This design comes from an exercise in tuning for small area, a short achievable clock period and few clock cycles per item on the open sky130 flow, not from production work.

Design preemptive_priority_scheduler, start of the top module:
module preemptive_priority_scheduler (
   input  logic                        clock,
   input  logic                        reset,
   input  logic                        req_valid,
   output logic                        req_ready,
   input  logic                        req_opcode,
   input  logic [pps_pkg::SLOTF_W-1:0] req_slot,
   input  logic [pps_pkg::TIME_W-1:0]  req_arrival_time,
   input  logic [pps_pkg::TIME_W-1:0]  req_burst_time,
   input  logic [pps_pkg::PRIO_W-1:0]  req_priority,
   output logic                        rsp_valid,
   input  logic                        rsp_ready,
   output logic                        rsp_ran,
   output logic [pps_pkg::SLOTF_W-1:0] rsp_ran_slot,
   output logic                        rsp_new_slice,
   output logic [pps_pkg::TIME_W-1:0]  rsp_slice_time,
   output logic                        rsp_finished,
   output logic [pps_pkg::TIME_W-1:0]  rsp_completion_time,
   output logic [pps_pkg::TIME_W-1:0]  rsp_turnaround,
   output logic [pps_pkg::TIME_W-1:0]  rsp_waiting,
   output logic [pps_pkg::SUM_W-1:0]   rsp_waiting_sum,
   output logic [pps_pkg::SUM_W-1:0]   rsp_turnaround_sum,
   output logic                        rsp_all_done,
   input  logic                        csr_wr_en,
   input  logic [pps_pkg::FCNT_W-1:0]  csr_wr_data
);
   localparam int N  = pps_pkg::MAX_TASKS;
   localparam int SW = pps_pkg::SLOT_W;
   localparam int TW = pps_pkg::TIME_W;
   localparam int PW = pps_pkg::PRIO_W;
   localparam int UW = pps_pkg::SUM_W;
   localparam int FW = pps_pkg::FCNT_W;
  ...
Size in the first run: roughly 4,500 cells after synthesis, roughly 1,400 flip-flops, ~170 I/O pins, ~0.061 mm² of cells after synthesis.
export LEC_CHECK = 0
export CAP_MARGIN = 20
export CORE_MARGIN = 2
export CORE_UTILIZATION = 40
export CTS_CLUSTER_DIAMETER = 80
export CTS_CLUSTER_SIZE = 22
export SETUP_SLACK_MARGIN = 3.0
export SLEW_MARGIN = 20
create_clock -name core_clock -period 6.0 [get_ports {clock}]
standard.sh (not shown) runs the stock make flow with config.mk's settings and CLKGATE_MAP_FILE= SYNTH_SCRIPT=/design/flow/synth_recipe.tcl, a recipe that flattens the netlist after the stock synthesis.
==> flow/flow/run.sh <==
#!/bin/bash
# Own layout flow: the standard flow (standard synthesis unchanged), with plain
# buf_4 cells as the input and output port buffers instead of the default choice.
# make's full output goes to flow_make.log in the work folder; ORFS keeps each step's
# log under orfs/logs/.
set -euo pipefail
bash standard.sh "BUFFER_PORTS_ARGS=-buffer_cell sky130_fd_sc_hd__buf_4" finish > flow_make.log 2>&1
The starting point completed without violations.
Rerun with:
--- a/flow/design.v
+++ b/flow/design.v
@@ -38,16 +38,36 @@
                                           input logic [AW-1:0] c, input logic c0,
                                           input logic cin);
       logic [AW-1:0] s, cy;
       s     = a ^ b ^ c;
       cy    = ((a & b) | (a & c) | (b & c)) << 1;
       cy[0] = c0;
       add3  = add(s, cy, cin);
    endfunction
+   function automatic logic [15:0] dec12(input logic [15:0] x, input logic two);
+      logic [15:0] z;
+      logic [15:0] m;
+      z[0] = !two;
+      for (int k = 1; k < 16; k++) begin
+         m    = (16'(1) << k) - 16'(2);
+         z[k] = !(|(x & m)) & (two | !x[0]);
+      end
+      dec12 = x ^ z;
+   endfunction
+   function automatic logic [15:0] inc16(input logic [15:0] x);
+      logic [15:0] z;
+      logic [15:0] m;
+      z[0] = 1'b1;
+      for (int k = 1; k < 16; k++) begin
+         m    = (16'(1) << k) - 16'(1);
+         z[k] = &(x | ~m);
+      end
+      inc16 = x ^ z;
+   endfunction
 endpackage
 module pps_ram #(
    parameter int WIDTH = 8,
    parameter int DEPTH = 16
 ) (
    input  logic                             clock,
    input  logic                             wr_en,
    input  logic [$clog2(DEPTH)-1:0]         wr_addr,
@@ -192,29 +212,42 @@
    assign ran      = |ready;
    assign fin      = |(win & one);
    assign win_pend = |(win & dec_q);
    logic [N-1:0]  kl;
    logic [TW:0]   ld_ab;
    logic [AW-1:0] ld_diff;
    logic          ld_arrv;
    logic [N-1:0]  ld_sel;
+   function automatic logic key_lt(input logic [PW-1:0] a, input logic [PW-1:0] b,
+                                   input logic tie);
+      logic [3:0] glt, geq;
+      logic       r;
+      for (int g = 0; g < 4; g++) begin
+         glt[g] = (!a[2*g+1] & b[2*g+1]) |
+                  (!(a[2*g+1] ^ b[2*g+1]) & !a[2*g] & b[2*g]);
+         geq[g] = !(a[2*g+1] ^ b[2*g+1]) & !(a[2*g] ^ b[2*g]);
+      end
+      r = tie;
+      for (int g = 0; g < 4; g++) r = glt[g] | (geq[g] & r);
+      key_lt = r;
+   endfunction
    always_comb begin
       for (int j = 0; j < N; j++) begin
-         kl[j]     = {prio_q[j], SW'(j)} < {req_priority, req_slot};
+         kl[j]     = key_lt(prio_q[j], req_priority, SW'(j) < req_slot);
          ld_sel[j] = acc_load && (req_slot == SW'(j));
       end
    end
    assign ld_ab   = (TW+1)'(pps_pkg::add(AW'(req_arrival_time), AW'(req_burst_time), 1'b0));
    assign ld_diff = pps_pkg::add(AW'(now_q), (~(AW'(req_arrival_time))), 1'b1);
    assign ld_arrv = !ld_diff[AW-1];
    logic [TW-1:0] rem_wd;
    logic [N-1:0]  rem_we;
    assign rem_wd = acc_load ? req_burst_time
-                            : TW'(pps_pkg::add(AW'(pend_q), {{(AW-1){1'b1}}, !pend2_q}, 1'b0));
+                            : pps_pkg::dec12(pend_q, pend2_q);
    assign rem_we = acc_load ? ld_sel : dec_q;
    always_ff @(posedge clock) begin
       for (int i = 0; i < N; i++) begin
          if (ld_sel[i]) begin
             arr_q[i]   <= req_arrival_time;
             ab_q[i]    <= ld_ab;
             prio_q[i]  <= req_priority;
          end
@@ -260,17 +293,17 @@
          last_vld_q <= 1'b0;
          fin_cnt_q  <= '0;
          task_q     <= '0;
          v1_q       <= 1'b0;
       end else begin
          if (csr_wr_en) task_q <= csr_wr_data;
          if (acc_tick) begin
             now_q <= nowp1_q;
-            if (nowp1_q != pps_pkg::TIME_MAX) nowp1_q <= nowp1_q + 1'b1;
+            if (nowp1_q != pps_pkg::TIME_MAX) nowp1_q <= pps_pkg::inc16(nowp1_q);
             if (ran) begin
                last_q     <= slot_enc;
                last_vld_q <= 1'b1;
             end
             if (fin && (fin_cnt_q != pps_pkg::COUNT_MAX)) fin_cnt_q <= fin_cnt_q + 1'b1;
          end
          if (adv) v1_q <= acc;
       end
Outcome: The changed run went through all stages and came out clean. First-iteration DRC count falls by a few percent. Critical path depth rises by 1. Design area falls slightly. Final cell count stays flat. Global-route usage falls by 1.0 points. Die area falls slightly. Hold slack got worse by 0.022 ns. Maximum frequency falls by a few percent. Area after synthesis falls slightly. Synthesized cell count rises slightly.
No functional check of the RTL was part of any run of this note.

-- separate check: timing with driven ports --
In the flow no input, the clock included, has a driving cell. The finished layouts below were timed again as built, in two steps.
Step 1 assumes that a clkbuf_16 drives the clock port and a buf_2 every other input.
Step 2 times the ports against the registers' clock, not the clock port: input delays grow and output delays shrink by t, the midpoint of the rising clock arrivals with the driver on.
Slacks: ideal ports / drivers / drivers and shift; pairs: ideal ports / drivers.
run	shift t [ns]	setup slack, ns	worst setup path after step 2
the first run	0.800	2.714 / 2.714 / 2.103	input to register
the second run	0.806	2.519 / 2.519 / 2.078	input to register
After both steps every run listed still meets setup and hold. For the first run, which loses most, drivers alone change the setup slack by 0.000 ns; drivers and shift together by -0.611 ns.
